From an optimization exercise on the open Yosys and OpenROAD flow, aimed at small area; shortcuts taken in it are not production practice.
At most, simulation tests tie the RTL to the original design; equivalence was not proved.
Power and IR drop assume default switching activity.

==> inputs of run B <==
==> flow/design.v (excerpt) <==
module operand_bank
#(
  parameter int RSA_WIDTH          = 128,
  parameter int C_S_AXI_DATA_WIDTH = 32,
  parameter int NUM_SLOTS          = 4,
  parameter int SLOT_W             = $clog2(NUM_SLOTS)
) (
  input  logic                          CLK_IN,
  input  logic                          RST_IN,
  input  logic                          WR_VALID_IN,
  output logic                          WR_READY_OUT,
  input  logic [SLOT_W-1:0]             WR_SLOT_IN,
  input  logic [1:0]                    WR_FIELD_IN,
  input  logic [C_S_AXI_DATA_WIDTH-1:0] WR_DATA_IN,
  input  logic [C_S_AXI_DATA_WIDTH-1:0] SELECT_IN,
  input  logic                          START_IN,
  output logic [RSA_WIDTH-1:0]          M_OUT,
  output logic [RSA_WIDTH-1:0]          E_OUT,
  output logic [RSA_WIDTH-1:0]          N_OUT,
  output logic                          OUT_VALID_OUT,
  input  logic                          OUT_READY_IN,
  output logic                          ERR_OUT
);
clock: 5.0 ns
lec_check: 0
cap_margin: 20
core_margin: 2
core_utilization: 40
slew_margin: 20
run.sh (not shown) runs the stock make flow with config.mk's settings and CLKGATE_MAP_FILE= SYNTH_SCRIPT=/design/flow/synth_recipe.tcl, a recipe that flattens the netlist after the stock synthesis.
==> run X: changes against run B <==
--- a/flow/design.v
+++ b/flow/design.v
@@ -62,28 +62,62 @@
     if (acc_s && cnt_r == '0) begin
       slot_r  <= wr_slot;
       field_r <= wr_field;
     end
   end
   logic [HW-1:0] hold_nx;
+  logic [HW-1:0] hold_in;
   generate
     if (WPO > 2) begin : g_sh
-      assign hold_nx = ({HW{shift_s}} & {wr_data, hold_r[HW-1:DW]}) | ({HW{!shift_s}} & hold_r);
+      assign hold_in = {wr_data, hold_r[HW-1:DW]};
     end else begin : g_one
-      assign hold_nx = ({HW{shift_s}} & wr_data) | ({HW{!shift_s}} & hold_r);
+      assign hold_in = wr_data;
     end
   endgenerate
+  ob_load_mux #(.W(HW)) u_hold_mux (.load(shift_s), .keep(!shift_s), .d(hold_in), .q(hold_r), .nx(hold_nx));
   always_ff @(posedge clk) begin
     hold_r <= hold_nx;
     last_r <= wr_data;
   end
   assign wr_ready     = !commit_r;
   assign commit       = commit_r;
   assign commit_slot  = slot_r;
   assign commit_field = field_r;
   assign commit_data  = {last_r, hold_r};
+endmodule
+module ob_load_mux
+#(
+  parameter int W = 128
+) (
+  input  logic         load,
+  input  logic         keep,
+  input  logic [W-1:0] d,
+  input  logic [W-1:0] q,
+  output logic [W-1:0] nx
+);
+  assign nx = ({W{load}} & d) | ({W{keep}} & q);
+endmodule
+module ob_out_mux
+#(
+  parameter int         W   = 128,
+  parameter int         NS  = 4,
+  parameter logic [7:0] DEF = 8'h00
+) (
+  input  logic          hold,
+  input  logic [NS-1:0] sel,
+  input  logic          sel_def,
+  input  logic [W-1:0]  q,
+  input  logic [NS-1:0][W-1:0] st,
+  output logic [W-1:0]  nx
+);
+  always_comb begin
+    nx = ({W{hold}} & q) | ({W{sel_def}} & W'(DEF));
+    for (int i = 0; i < NS; i++) begin
+      nx = nx | ({W{sel[i]}} & st[i]);
+    end
+  end
 endmodule
 module operand_bank
 #(
   parameter int RSA_WIDTH          = 128,
   parameter int C_S_AXI_DATA_WIDTH = 32,
   parameter int NUM_SLOTS          = 4,
@@ -108,22 +142,18 @@
   localparam int W  = RSA_WIDTH;
   localparam int NF = 3;
   logic                  commit_s;
   logic [SLOT_W-1:0]     commit_slot_s;
   logic [1:0]            commit_field_s;
   logic [W-1:0]          commit_data_s;
-  logic [W-1:0]          st_r  [NF][NUM_SLOTS];
+  logic [NUM_SLOTS-1:0][W-1:0] st_r [NF];
   logic [NUM_SLOTS-1:0]  wrt_r [NF];
   logic [W-1:0]          out_r [NF];
-  logic [W-1:0]          def_c [NF];
   logic                  launch_s;
   logic                  sel_oob_s;
   logic [NUM_SLOTS-1:0]  sel_dec_s;
-  assign def_c[0] = W'(operand_bank_pkg::DEF_M);
-  assign def_c[1] = W'(operand_bank_pkg::DEF_E);
-  assign def_c[2] = W'(operand_bank_pkg::DEF_N);
   word_assembler #(
     .DW     (C_S_AXI_DATA_WIDTH),
     .WIDTH  (RSA_WIDTH),
     .SLOT_W (SLOT_W)
   ) u_word_assembler (
     .clk          (CLK_IN),
@@ -151,31 +181,39 @@
       logic [NUM_SLOTS-1:0] we_s;
       logic [NUM_SLOTS-1:0] rd_s;
       logic                 rd_def_s;
       logic [W-1:0]         out_nx;
       for (s = 0; s < NUM_SLOTS; s++) begin : g_s
         assign we_s[s] = commit_s && (commit_field_s == 2'(f)) && (commit_slot_s == SLOT_W'(s));
+        logic [W-1:0] st_nx;
+        ob_load_mux #(.W(W)) u_ld (.load(we_s[s]), .keep(!we_s[s]), .d(commit_data_s), .q(st_r[f][s]), .nx(st_nx));
         always_ff @(posedge CLK_IN) begin
-          st_r[f][s] <= ({W{we_s[s]}} & commit_data_s) | ({W{!we_s[s]}} & st_r[f][s]);
+          st_r[f][s] <= st_nx;
         end
       end
       always_ff @(posedge CLK_IN or posedge RST_IN) begin
         if (RST_IN) begin
           wrt_r[f] <= '0;
         end else begin
           wrt_r[f] <= wrt_r[f] | we_s;
         end
       end
       assign rd_s     = {NUM_SLOTS{!OUT_VALID_OUT}} & sel_dec_s & wrt_r[f];
       assign rd_def_s = !OUT_VALID_OUT && !(|(sel_dec_s & wrt_r[f]));
-      always_comb begin
-        out_nx = ({W{OUT_VALID_OUT}} & out_r[f]) | ({W{rd_def_s}} & def_c[f]);
-        for (int i = 0; i < NUM_SLOTS; i++) begin
-          out_nx = out_nx | ({W{rd_s[i]}} & st_r[f][i]);
-        end
-      end
+      ob_out_mux #(
+        .W   (W),
+        .NS  (NUM_SLOTS),
+        .DEF ((f == 0) ? operand_bank_pkg::DEF_M : (f == 1) ? operand_bank_pkg::DEF_E : operand_bank_pkg::DEF_N)
+      ) u_out (
+        .hold    (OUT_VALID_OUT),
+        .sel     (rd_s),
+        .sel_def (rd_def_s),
+        .q       (out_r[f]),
+        .st      (st_r[f]),
+        .nx      (out_nx)
+      );
       always_ff @(posedge CLK_IN) begin
         out_r[f] <= out_nx;
       end
     end
   endgenerate
   assign M_OUT = out_r[0];
==> flow/flow/run.sh (new file) <==
#!/bin/bash
# The standard layout, with three changes: the port buffers are the smallest buffer cell,
# clock tree synthesis uses clkbuf_8 on clusters of up to 16 sinks and no dummy loads, and
# gates off the critical paths are downsized after global routing.
set -euo pipefail
bash standard.sh \
  BUFFER_PORTS_ARGS="-buffer_cell sky130_fd_sc_hd__buf_1" \
  CTS_ARGS="-sink_clustering_enable -repair_clock_nets -sink_clustering_size 16 -sink_clustering_max_diameter 60 -dont_use_dummy_load -buf_list sky130_fd_sc_hd__clkbuf_8" \
  RECOVER_POWER=100 \
  finish > flow_standard.log 2>&1
==> flow/standard.sh (new file) <==
#!/bin/bash
# synth_recipe.tcl (not shown) runs the flow's synth.tcl, then flattens the netlist and writes it again
# the make line also repeats each setting of config.mk as NAME=value (left out here)
make -C /OpenROAD-flow-scripts/flow DESIGN_CONFIG=/design/flow/config.mk WORK_HOME=/design/flow/orfs CLKGATE_MAP_FILE= SYNTH_SCRIPT=/design/flow/synth_recipe.tcl "${@:-finish}"
Settings changed: CORE_UTILIZATION 40 to 70, SYNTH_HIERARCHICAL set to 1.
removed: flow/run.sh
==> run P: changes against run B <==
--- a/flow/design.v
+++ b/flow/design.v
@@ -62,28 +62,62 @@
     if (acc_s && cnt_r == '0) begin
       slot_r  <= wr_slot;
       field_r <= wr_field;
     end
   end
   logic [HW-1:0] hold_nx;
+  logic [HW-1:0] hold_in;
   generate
     if (WPO > 2) begin : g_sh
-      assign hold_nx = ({HW{shift_s}} & {wr_data, hold_r[HW-1:DW]}) | ({HW{!shift_s}} & hold_r);
+      assign hold_in = {wr_data, hold_r[HW-1:DW]};
     end else begin : g_one
-      assign hold_nx = ({HW{shift_s}} & wr_data) | ({HW{!shift_s}} & hold_r);
+      assign hold_in = wr_data;
     end
   endgenerate
+  ob_load_mux #(.W(HW)) u_hold_mux (.load(shift_s), .keep(!shift_s), .d(hold_in), .q(hold_r), .nx(hold_nx));
   always_ff @(posedge clk) begin
     hold_r <= hold_nx;
     last_r <= wr_data;
   end
   assign wr_ready     = !commit_r;
   assign commit       = commit_r;
   assign commit_slot  = slot_r;
   assign commit_field = field_r;
   assign commit_data  = {last_r, hold_r};
+endmodule
+module ob_load_mux
+#(
+  parameter int W = 128
+) (
+  input  logic         load,
+  input  logic         keep,
+  input  logic [W-1:0] d,
+  input  logic [W-1:0] q,
+  output logic [W-1:0] nx
+);
+  assign nx = ({W{load}} & d) | ({W{keep}} & q);
+endmodule
+module ob_out_mux
+#(
+  parameter int         W   = 128,
+  parameter int         NS  = 4,
+  parameter logic [7:0] DEF = 8'h00
+) (
+  input  logic          hold,
+  input  logic [NS-1:0] sel,
+  input  logic          sel_def,
+  input  logic [W-1:0]  q,
+  input  logic [NS-1:0][W-1:0] st,
+  output logic [W-1:0]  nx
+);
+  always_comb begin
+    nx = ({W{hold}} & q) | ({W{sel_def}} & W'(DEF));
+    for (int i = 0; i < NS; i++) begin
+      nx = nx | ({W{sel[i]}} & st[i]);
+    end
+  end
 endmodule
 module operand_bank
 #(
   parameter int RSA_WIDTH          = 128,
   parameter int C_S_AXI_DATA_WIDTH = 32,
   parameter int NUM_SLOTS          = 4,
@@ -108,22 +142,18 @@
   localparam int W  = RSA_WIDTH;
   localparam int NF = 3;
   logic                  commit_s;
   logic [SLOT_W-1:0]     commit_slot_s;
   logic [1:0]            commit_field_s;
   logic [W-1:0]          commit_data_s;
-  logic [W-1:0]          st_r  [NF][NUM_SLOTS];
+  logic [NUM_SLOTS-1:0][W-1:0] st_r [NF];
   logic [NUM_SLOTS-1:0]  wrt_r [NF];
   logic [W-1:0]          out_r [NF];
-  logic [W-1:0]          def_c [NF];
   logic                  launch_s;
   logic                  sel_oob_s;
   logic [NUM_SLOTS-1:0]  sel_dec_s;
-  assign def_c[0] = W'(operand_bank_pkg::DEF_M);
-  assign def_c[1] = W'(operand_bank_pkg::DEF_E);
-  assign def_c[2] = W'(operand_bank_pkg::DEF_N);
   word_assembler #(
     .DW     (C_S_AXI_DATA_WIDTH),
     .WIDTH  (RSA_WIDTH),
     .SLOT_W (SLOT_W)
   ) u_word_assembler (
     .clk          (CLK_IN),
@@ -151,31 +181,39 @@
       logic [NUM_SLOTS-1:0] we_s;
       logic [NUM_SLOTS-1:0] rd_s;
       logic                 rd_def_s;
       logic [W-1:0]         out_nx;
       for (s = 0; s < NUM_SLOTS; s++) begin : g_s
         assign we_s[s] = commit_s && (commit_field_s == 2'(f)) && (commit_slot_s == SLOT_W'(s));
+        logic [W-1:0] st_nx;
+        ob_load_mux #(.W(W)) u_ld (.load(we_s[s]), .keep(!we_s[s]), .d(commit_data_s), .q(st_r[f][s]), .nx(st_nx));
         always_ff @(posedge CLK_IN) begin
-          st_r[f][s] <= ({W{we_s[s]}} & commit_data_s) | ({W{!we_s[s]}} & st_r[f][s]);
+          st_r[f][s] <= st_nx;
         end
       end
       always_ff @(posedge CLK_IN or posedge RST_IN) begin
         if (RST_IN) begin
           wrt_r[f] <= '0;
         end else begin
           wrt_r[f] <= wrt_r[f] | we_s;
         end
       end
       assign rd_s     = {NUM_SLOTS{!OUT_VALID_OUT}} & sel_dec_s & wrt_r[f];
       assign rd_def_s = !OUT_VALID_OUT && !(|(sel_dec_s & wrt_r[f]));
-      always_comb begin
-        out_nx = ({W{OUT_VALID_OUT}} & out_r[f]) | ({W{rd_def_s}} & def_c[f]);
-        for (int i = 0; i < NUM_SLOTS; i++) begin
-          out_nx = out_nx | ({W{rd_s[i]}} & st_r[f][i]);
-        end
-      end
+      ob_out_mux #(
+        .W   (W),
+        .NS  (NUM_SLOTS),
+        .DEF ((f == 0) ? operand_bank_pkg::DEF_M : (f == 1) ? operand_bank_pkg::DEF_E : operand_bank_pkg::DEF_N)
+      ) u_out (
+        .hold    (OUT_VALID_OUT),
+        .sel     (rd_s),
+        .sel_def (rd_def_s),
+        .q       (out_r[f]),
+        .st      (st_r[f]),
+        .nx      (out_nx)
+      );
       always_ff @(posedge CLK_IN) begin
         out_r[f] <= out_nx;
       end
     end
   endgenerate
   assign M_OUT = out_r[0];
==> flow/flow/run.sh (new file) <==
#!/bin/bash
# The standard layout, with two changes: the port buffers are the smallest buffer cell, and
# clock tree synthesis uses clkbuf_8 on clusters of up to 18 sinks and no dummy loads.
set -euo pipefail
bash standard.sh \
  BUFFER_PORTS_ARGS="-buffer_cell sky130_fd_sc_hd__buf_1" \
  CTS_ARGS="-sink_clustering_enable -repair_clock_nets -sink_clustering_size 18 -sink_clustering_max_diameter 50 -dont_use_dummy_load -buf_list sky130_fd_sc_hd__clkbuf_8" \
  finish > flow_standard.log 2>&1
==> flow/standard.sh (new file) <==
#!/bin/bash
# synth_recipe.tcl (not shown) runs the flow's synth.tcl, then flattens the netlist and writes it again
# the make line also repeats each setting of config.mk as NAME=value (left out here)
make -C /OpenROAD-flow-scripts/flow DESIGN_CONFIG=/design/flow/config.mk WORK_HOME=/design/flow/orfs CLKGATE_MAP_FILE= SYNTH_SCRIPT=/design/flow/synth_recipe.tcl "${@:-finish}"
Settings changed: CORE_UTILIZATION 40 to 70, SYNTH_HIERARCHICAL set to 1.
removed: flow/run.sh
==> summary.txt <==
* Status: timing/DRC/antenna clean
* Clock transition at path regs at 100 ps
* Worst Path Buf+Inv at 2
* Via Count at roughly 53000
* Initial core utilization at 70.6%
* Area share of the largest cell type after synthesis at between 50 and 60%
* Post-Synth Adder-Cell Area at less than 1%
* EDFF count, synth at 4
* Sequential cell area share at 58.3%
* DR WL met3 at about 30000 microns
* Die width at approximately 320 microns
The numbers above come from run P.

==> summary.txt <==
* Clock transition at path regs at ~60 ps
* Post-Synth Adder-Cell Area at less than 1%
* Clock network power share at between 30% and 40%
* EDFF count, synth at 1636
* DR WL met3 at between 10000 and 15000 microns
* Area share of the largest cell type after synthesis at between 70% and 80%
* Status: timing/DRC/antenna clean
* Die width at 423 microns
* Worst Path Buf+Inv at 2
* Initial core utilization at 40.3%
The numbers above come from run B.

==> summary.txt <==
* Status: finished with violations
* Worst setup margin at slightly below 900 ps
* EDFF count, synth at 4
* Tmin final at 4110 ps
* Slew HR at -112%
* Die width at roughly 320 microns
* Sequential cell area share at 58.4%
* Via Count at ~53000
* Worst Path Buf+Inv at 1
* DR WL met3 at between 20000 and 30000 microns
* Finished Cell Area at 71100 sq um
* Final-report max-slew violation count at approximately 1200
* Max-cap violation count at 18
* Area share of the largest cell type after synthesis at 59.1%
* Mean Syn Cell Area at approximately 13 sq um
* Fail Reasons: max-capacitance violations, max-slew violations
* Clock transition at path regs at approximately 100 ps
The numbers above come from run X.

For run B, only the layout was checked, not whether the RTL still works.

[what the ideal ports hide]
The results above use ideal ports. As a check the final layouts listed here were re-extracted and re-timed, cells and wires unchanged.
Step 1 sets driving cells, clkbuf_16 on the clock port and buf_2 on the other inputs (assumed; they add their load-dependent delay and slew).
Step 2 adds t to the input delays and takes it off the output delays; t is the mean of the earliest and latest rising clock arrival at the registers after step 1. Input paths then give back, and output paths get back, about the clock's delay inside the block.
a / b / c = ideal / step 1 / step 2; a / b = the first two.
| run | shift t [ns] | setup slack, ns | hold WS [ns] | latest minus earliest clock arrival (ns) | slew at the worst register clock pin (ns) | pins driven straight from the clock port |
|---|---|---|---|---|---|---|
| run B | 0.916 | 1.265 / 1.190 / 0.908 | 0.441 / 0.441 / 0.441 | 0.033 / 0.034 | 0.06 / 0.06 | 1 |
| run X | 0.937 | 0.889 / 0.889 / 0.604 | 0.056 / -0.004 / 0.448 | 0.059 / 0.058 | 0.11 / 0.11 | 1 |
| run P | 0.944 | 1.713 / 1.713 / 1.121 | 0.070 / 0.011 / 0.453 | 0.074 / 0.074 | 0.11 / 0.11 | 1 |
For run P, which loses most, drivers alone change the setup slack by 0.000 ns; drivers and shift together by -0.592 ns.
